Source: an optimization exercise on an open RTL-to-GDS flow (aim: small area and a short achievable clock period). Production flows keep margins and buffers that such runs may drop.
No activity file was given, so power comes from the tool's default toggle rates.

Design doodleGame, start of the top module:
module doodleGame
(
	input logic Reset,  
	input logic frame_clk,  
	input logic [7:0] keycode,
	input logic [167:0] platforms,  
	input logic [41:0] springs,  
	output logic [19:0] sprite,  
	output logic [9:0] speed,
	output logic [9:0] scroll,
	output logic [19:0] score,
	output logic [1:0] state,
	output logic [1:0] difficulty,
	output logic [7:0] platHit
);
	logic [2:0] lastKc, kc;
	logic [7:0] xk, xkNext;
	logic [8:0] ya, yNext;  
	logic [5:0] sp, spNext;
	logic [7:0] scroll8, scrollNext;
	logic [19:0] scoreBase;  
	logic clearScore;
	logic [1:0] gravCnt, gravCntNext, stateNext, difficultyNext;
	logic prevMenu;
	logic leftKey, rightKey, leftPress, rightPress, startPress, pausePress;
	logic floorHit;
	logic [1:0] springHit;
	keyDecoder keys
	(
		.keycode(keycode),
		.lastKc(lastKc),
		.kc(kc),
		.leftKey(leftKey),
		.rightKey(rightKey),
		.leftPress(leftPress),
		.rightPress(rightPress),
		.startPress(startPress),
		.pausePress(pausePress)
	);
	gameStateCtrl control
	(
		.state(state),
		.difficulty(difficulty),
		.leftPress(leftPress),
		.rightPress(rightPress),
		.startPress(startPress),
		.pausePress(pausePress),
		.floorHit(floorHit),
		.stateNext(stateNext),
		.difficultyNext(difficultyNext)
	);
	hitDetector detect
	(
		.xk(xk),
		.yA(ya),
		.platforms(platforms),
		.springs(springs),
		.platHit(platHit),
		.springHit(springHit)
	);
	doodleMotion motion
	(
		.state(state),
		.difficulty(difficulty),
		.leftKey(leftKey),
		.rightKey(rightKey),
		.platAny(|platHit),
		.springAny(|springHit),
		.xk(xk),
		.y(ya),
		.sp(sp),
		.gravCnt(gravCnt),
		.prevMenu(prevMenu),
		.xkNext(xkNext),
		.yNext(yNext),
		.spNext(spNext),
		.scrollNext(scrollNext),
		.clearScore(clearScore),
		.gravCntNext(gravCntNext),
		.floorHit(floorHit)
	);
	localparam logic [1:0] DiffRst = 2'd1;
  ...
Size in the first run: ~1500 cells after synthesis, about 61 flip-flops, about 290 I/O pins, roughly 10000 µm² of cells after synthesis.
==> module ltTree8, before the edit <==
module ltTree8
(
	input logic [7:0] a,
	input logic [7:0] nb,
	input logic c1,
	input logic c0,
	output logic lt
);
	logic [7:0] gn, pn;
	logic [3:0] g2, p2;
	logic [1:0] g4n, p4n;
	logic g8, p8;
	genvar i;
	generate
		for (i = 0; i < 8; i++)
		begin : gL0
			gNand2 cg (.a(a[i]), .b(nb[i]), .y(gn[i]));
			gNor2 cp (.a(a[i]), .b(nb[i]), .y(pn[i]));
		end
		for (i = 0; i < 4; i++)
		begin : gL1
			gOai21 cg (.a1(pn[2*i+1]), .a2(gn[2*i]), .b1(gn[2*i+1]), .y(g2[i]));
			gNor2 cp (.a(pn[2*i+1]), .b(pn[2*i]), .y(p2[i]));
		end
		for (i = 0; i < 2; i++)
		begin : gL2
			gAoi21 cg (.a1(p2[2*i+1]), .a2(g2[2*i]), .b1(g2[2*i+1]), .y(g4n[i]));
			gNand2 cp (.a(p2[2*i+1]), .b(p2[2*i]), .y(p4n[i]));
		end
	endgenerate
	gOai21 cg8 (.a1(p4n[1]), .a2(g4n[0]), .b1(g4n[1]), .y(g8));
	gNor2 cp8 (.a(p4n[1]), .b(p4n[0]), .y(p8));
	gAoi31 cOut (.a1(p8), .a2(c1), .a3(c0), .b1(g8), .y(lt));
endmodule
==> module geTree8, before the edit <==
module geTree8
(
	input logic [7:0] a,
	input logic [7:0] nb,
	input logic c1,
	input logic c0,
	output logic ge
);
	logic [7:0] gn, pn;
	logic [3:0] g2, p2;
	logic [1:0] g4n, p4n;
	logic g8, p8;
	genvar i;
	generate
		for (i = 0; i < 8; i++)
		begin : gL0
			gNand2 cg (.a(a[i]), .b(nb[i]), .y(gn[i]));
			gNor2 cp (.a(a[i]), .b(nb[i]), .y(pn[i]));
		end
		for (i = 0; i < 4; i++)
		begin : gL1
			gOai21 cg (.a1(pn[2*i+1]), .a2(gn[2*i]), .b1(gn[2*i+1]), .y(g2[i]));
			gNor2 cp (.a(pn[2*i+1]), .b(pn[2*i]), .y(p2[i]));
		end
		for (i = 0; i < 2; i++)
		begin : gL2
			gAoi21 cg (.a1(p2[2*i+1]), .a2(g2[2*i]), .b1(g2[2*i+1]), .y(g4n[i]));
			gNand2 cp (.a(p2[2*i+1]), .b(p2[2*i]), .y(p4n[i]));
		end
	endgenerate
	gOai21 cg8 (.a1(p4n[1]), .a2(g4n[0]), .b1(g4n[1]), .y(g8));
	gNor2 cp8 (.a(p4n[1]), .b(p4n[0]), .y(p8));
	gAo31 cOut (.a1(p8), .a2(c1), .a3(c0), .b1(g8), .y(ge));
endmodule
==> module objHit, before the edit <==
module objHit
(
	input logic [20:0] obj,  
	input logic [5:0] aH,  
	input logic [5:0] aH1,  
	input logic [2:0] naL,  
	input logic nmNeg,  
	input logic [7:0] nm,  
	input logic [7:0] nn,  
	output logic hit
);
	logic [9:0] ox, oy;
	logic [5:0] xa, xb;
	logic nA1, nA2, nB1, nB2, off, eqA, eqB, geL, gtL, nY, loFail, hiFail;
	assign ox = obj[20:11];
	assign oy = obj[10:1];
	bitEq6 cXa (.a(oy[8:3]), .b(aH), .eq(xa));
	bitEq6 cXb (.a(oy[8:3]), .b(aH1), .eq(xb));
	nand3Cell cA1 (.a(xa[0]), .b(xa[1]), .c(xa[2]), .y(nA1));
	nand3Cell cA2 (.a(xa[3]), .b(xa[4]), .c(xa[5]), .y(nA2));
	nand3Cell cB1 (.a(xb[0]), .b(xb[1]), .c(xb[2]), .y(nB1));
	nand3Cell cB2 (.a(xb[3]), .b(xb[4]), .c(xb[5]), .y(nB2));
	nand2bCell cOff (.a(obj[0]), .bn(oy[9]), .y(off));  
	nor3Cell cEqA (.a(nA1), .b(nA2), .c(off), .y(eqA));
	nor3Cell cEqB (.a(nB1), .b(nB2), .c(off), .y(eqB));
	ge3 cGeL (.a(oy[2:0]), .nb(naL), .ge(geL));
	gt3 cGtL (.a(oy[2:0]), .nb(naL), .gt(gtL));
	yCombine cY (.a(eqA), .b(geL), .c(eqB), .dn(gtL), .y(nY));
	ltTree8 cLo (.a(ox[9:2]), .nb(nm), .c1(ox[1]), .c0(1'b1), .lt(loFail));
	geTree8 cHi (.a(ox[9:2]), .nb(nn), .c1(ox[1]), .c0(ox[0]), .ge(hiFail));
	hitCombine cHit (.nY(nY), .hiFail(hiFail), .nmNeg(nmNeg), .loFail(loFail), .hit(hit));
endmodule
clock: 10.0 ns
lec_check: 0
cap_margin: 20
core_margin: 2
core_utilization: 40
cts_buf_list: sky130_fd_sc_hd__clkbuf_4 sky130_fd_sc_hd__clkbuf_8
setup_slack_margin: 4.5
slew_margin: 20
synth_hierarchical: 1
synth_minimum_keep_size: 0
standard.sh (not shown) runs the stock make flow with config.mk's settings and CLKGATE_MAP_FILE= SYNTH_SCRIPT=/design/flow/synth_recipe.tcl, a recipe that flattens the netlist after the stock synthesis.
==> flow/flow/run.sh <==
#!/bin/bash
set -e
export BUFFER_PORTS_ARGS="-buffer_cell sky130_fd_sc_hd__buf_1"
bash standard.sh > standard.log 2>&1
The baseline ran to the end with no violations.
==> next run, changes <==
--- a/flow/design.v
+++ b/flow/design.v
@@ -143,22 +143,24 @@
 	input logic [7:0] a,
 	input logic [7:0] nb,
 	input logic c1,
 	input logic c0,
+	input logic g2lo,  
+	input logic p2lo,
 	output logic lt
 );
 	logic [7:0] gn, pn;
 	logic [3:0] g2, p2;
 	logic [1:0] g4n, p4n;
 	logic g8, p8;
 	genvar i;
 	generate
-		for (i = 0; i < 8; i++)
+		for (i = 2; i < 8; i++)
 		begin : gL0
 			gNand2 cg (.a(a[i]), .b(nb[i]), .y(gn[i]));
 			gNor2 cp (.a(a[i]), .b(nb[i]), .y(pn[i]));
 		end
-		for (i = 0; i < 4; i++)
+		for (i = 1; i < 4; i++)
 		begin : gL1
 			gOai21 cg (.a1(pn[2*i+1]), .a2(gn[2*i]), .b1(gn[2*i+1]), .y(g2[i]));
 			gNor2 cp (.a(pn[2*i+1]), .b(pn[2*i]), .y(p2[i]));
 		end
@@ -167,8 +169,10 @@
 			gAoi21 cg (.a1(p2[2*i+1]), .a2(g2[2*i]), .b1(g2[2*i+1]), .y(g4n[i]));
 			gNand2 cp (.a(p2[2*i+1]), .b(p2[2*i]), .y(p4n[i]));
 		end
 	endgenerate
+	assign g2[0] = g2lo;
+	assign p2[0] = p2lo;
 	gOai21 cg8 (.a1(p4n[1]), .a2(g4n[0]), .b1(g4n[1]), .y(g8));
 	gNor2 cp8 (.a(p4n[1]), .b(p4n[0]), .y(p8));
 	gAoi31 cOut (.a1(p8), .a2(c1), .a3(c0), .b1(g8), .y(lt));
 endmodule
@@ -178,22 +182,24 @@
 	input logic [7:0] a,
 	input logic [7:0] nb,
 	input logic c1,
 	input logic c0,
+	input logic g2lo,  
+	input logic p2lo,
 	output logic ge
 );
 	logic [7:0] gn, pn;
 	logic [3:0] g2, p2;
 	logic [1:0] g4n, p4n;
 	logic g8, p8;
 	genvar i;
 	generate
-		for (i = 0; i < 8; i++)
+		for (i = 2; i < 8; i++)
 		begin : gL0
 			gNand2 cg (.a(a[i]), .b(nb[i]), .y(gn[i]));
 			gNor2 cp (.a(a[i]), .b(nb[i]), .y(pn[i]));
 		end
-		for (i = 0; i < 4; i++)
+		for (i = 1; i < 4; i++)
 		begin : gL1
 			gOai21 cg (.a1(pn[2*i+1]), .a2(gn[2*i]), .b1(gn[2*i+1]), .y(g2[i]));
 			gNor2 cp (.a(pn[2*i+1]), .b(pn[2*i]), .y(p2[i]));
 		end
@@ -202,8 +208,10 @@
 			gAoi21 cg (.a1(p2[2*i+1]), .a2(g2[2*i]), .b1(g2[2*i+1]), .y(g4n[i]));
 			gNand2 cp (.a(p2[2*i+1]), .b(p2[2*i]), .y(p4n[i]));
 		end
 	endgenerate
+	assign g2[0] = g2lo;
+	assign p2[0] = p2lo;
 	gOai21 cg8 (.a1(p4n[1]), .a2(g4n[0]), .b1(g4n[1]), .y(g8));
 	gNor2 cp8 (.a(p4n[1]), .b(p4n[0]), .y(p8));
 	gAo31 cOut (.a1(p8), .a2(c1), .a3(c0), .b1(g8), .y(ge));
 endmodule
@@ -216,8 +224,23 @@
 	output logic hit
 );
 	assign hit = ~((nmNeg & loFail) | nY | hiFail);
 endmodule
+module pairGP
+(
+	input logic [1:0] a,
+	input logic [1:0] nb,
+	output logic g2,
+	output logic p2
+);
+	logic [1:0] gn, pn;
+	gNand2 cg0 (.a(a[0]), .b(nb[0]), .y(gn[0]));
+	gNor2 cp0 (.a(a[0]), .b(nb[0]), .y(pn[0]));
+	gNand2 cg1 (.a(a[1]), .b(nb[1]), .y(gn[1]));
+	gNor2 cp1 (.a(a[1]), .b(nb[1]), .y(pn[1]));
+	gOai21 cg (.a1(pn[1]), .a2(gn[0]), .b1(gn[1]), .y(g2));
+	gNor2 cp (.a(pn[1]), .b(pn[0]), .y(p2));
+endmodule
 module ge3
 (
 	input logic [2:0] a,
 	input logic [2:0] nb,
@@ -266,10 +289,12 @@
 	nor3Cell cEqB (.a(nB1), .b(nB2), .c(off), .y(eqB));
 	ge3 cGeL (.a(oy[2:0]), .nb(naL), .ge(geL));
 	gt3 cGtL (.a(oy[2:0]), .nb(naL), .gt(gtL));
 	yCombine cY (.a(eqA), .b(geL), .c(eqB), .dn(gtL), .y(nY));
-	ltTree8 cLo (.a(ox[9:2]), .nb(nm), .c1(ox[1]), .c0(1'b1), .lt(loFail));
-	geTree8 cHi (.a(ox[9:2]), .nb(nn), .c1(ox[1]), .c0(ox[0]), .ge(hiFail));
+	logic g2lo, p2lo;
+	pairGP cPair (.a(ox[3:2]), .nb(nm[1:0]), .g2(g2lo), .p2(p2lo));
+	ltTree8 cLo (.a(ox[9:2]), .nb(nm), .c1(ox[1]), .c0(1'b1), .g2lo(g2lo), .p2lo(p2lo), .lt(loFail));
+	geTree8 cHi (.a(ox[9:2]), .nb(nn), .c1(ox[1]), .c0(ox[0]), .g2lo(g2lo), .p2lo(p2lo), .ge(hiFail));
 	hitCombine cHit (.nY(nY), .hiFail(hiFail), .nmNeg(nmNeg), .loFail(loFail), .hit(hit));
 endmodule
 module hitDetector
 (
The new run completed without violations.
Die area decreases by 2.3%.
Synthesized cell count shrinks by 4.1%.
Synthesized area went down by 2.4%.
Clock-buffer cell count does not change.
Combinational power barely changes.
Final cell count shrinks by 2.9%.
Final area went down by 1.8%.
Function was not checked in any run of this note: the RTL went through the layout flow alone.

[static timing again, ports no longer ideal]
The flow's constraints put no driver on any port. The routed layouts listed below were extracted and timed again, unchanged, in two steps.
Step 1 (the two cells are an assumption about what drives the block):
set clk [get_ports {Reset}]
set_driving_cell -lib_cell sky130_fd_sc_hd__clkbuf_16 $clk
set_driving_cell -lib_cell sky130_fd_sc_hd__buf_2 [delete_from_list [all_inputs] $clk]
Step 2 adds t to the input delays and takes it off the output delays; t is the mean of the earliest and latest rising clock arrival at the registers after step 1. Input paths then give back, and output paths get back, about the clock's delay inside the block.
Slacks: ideal ports / drivers / drivers and shift; pairs: ideal ports / drivers.
run | t, ns | setup slack, ns | worst setup path at the end | worst slew at a driven data input, ns
the first run | 0.384 | 4.708 / 4.660 / 4.660 | input to output | 0.10
the second run | 0.391 | 4.711 / 4.682 / 4.683 | input to output | 0.08
After both steps setup and hold are still met in every run listed. For the first run, which loses most, drivers alone change the setup slack by -0.048 ns; drivers and shift together by -0.048 ns.
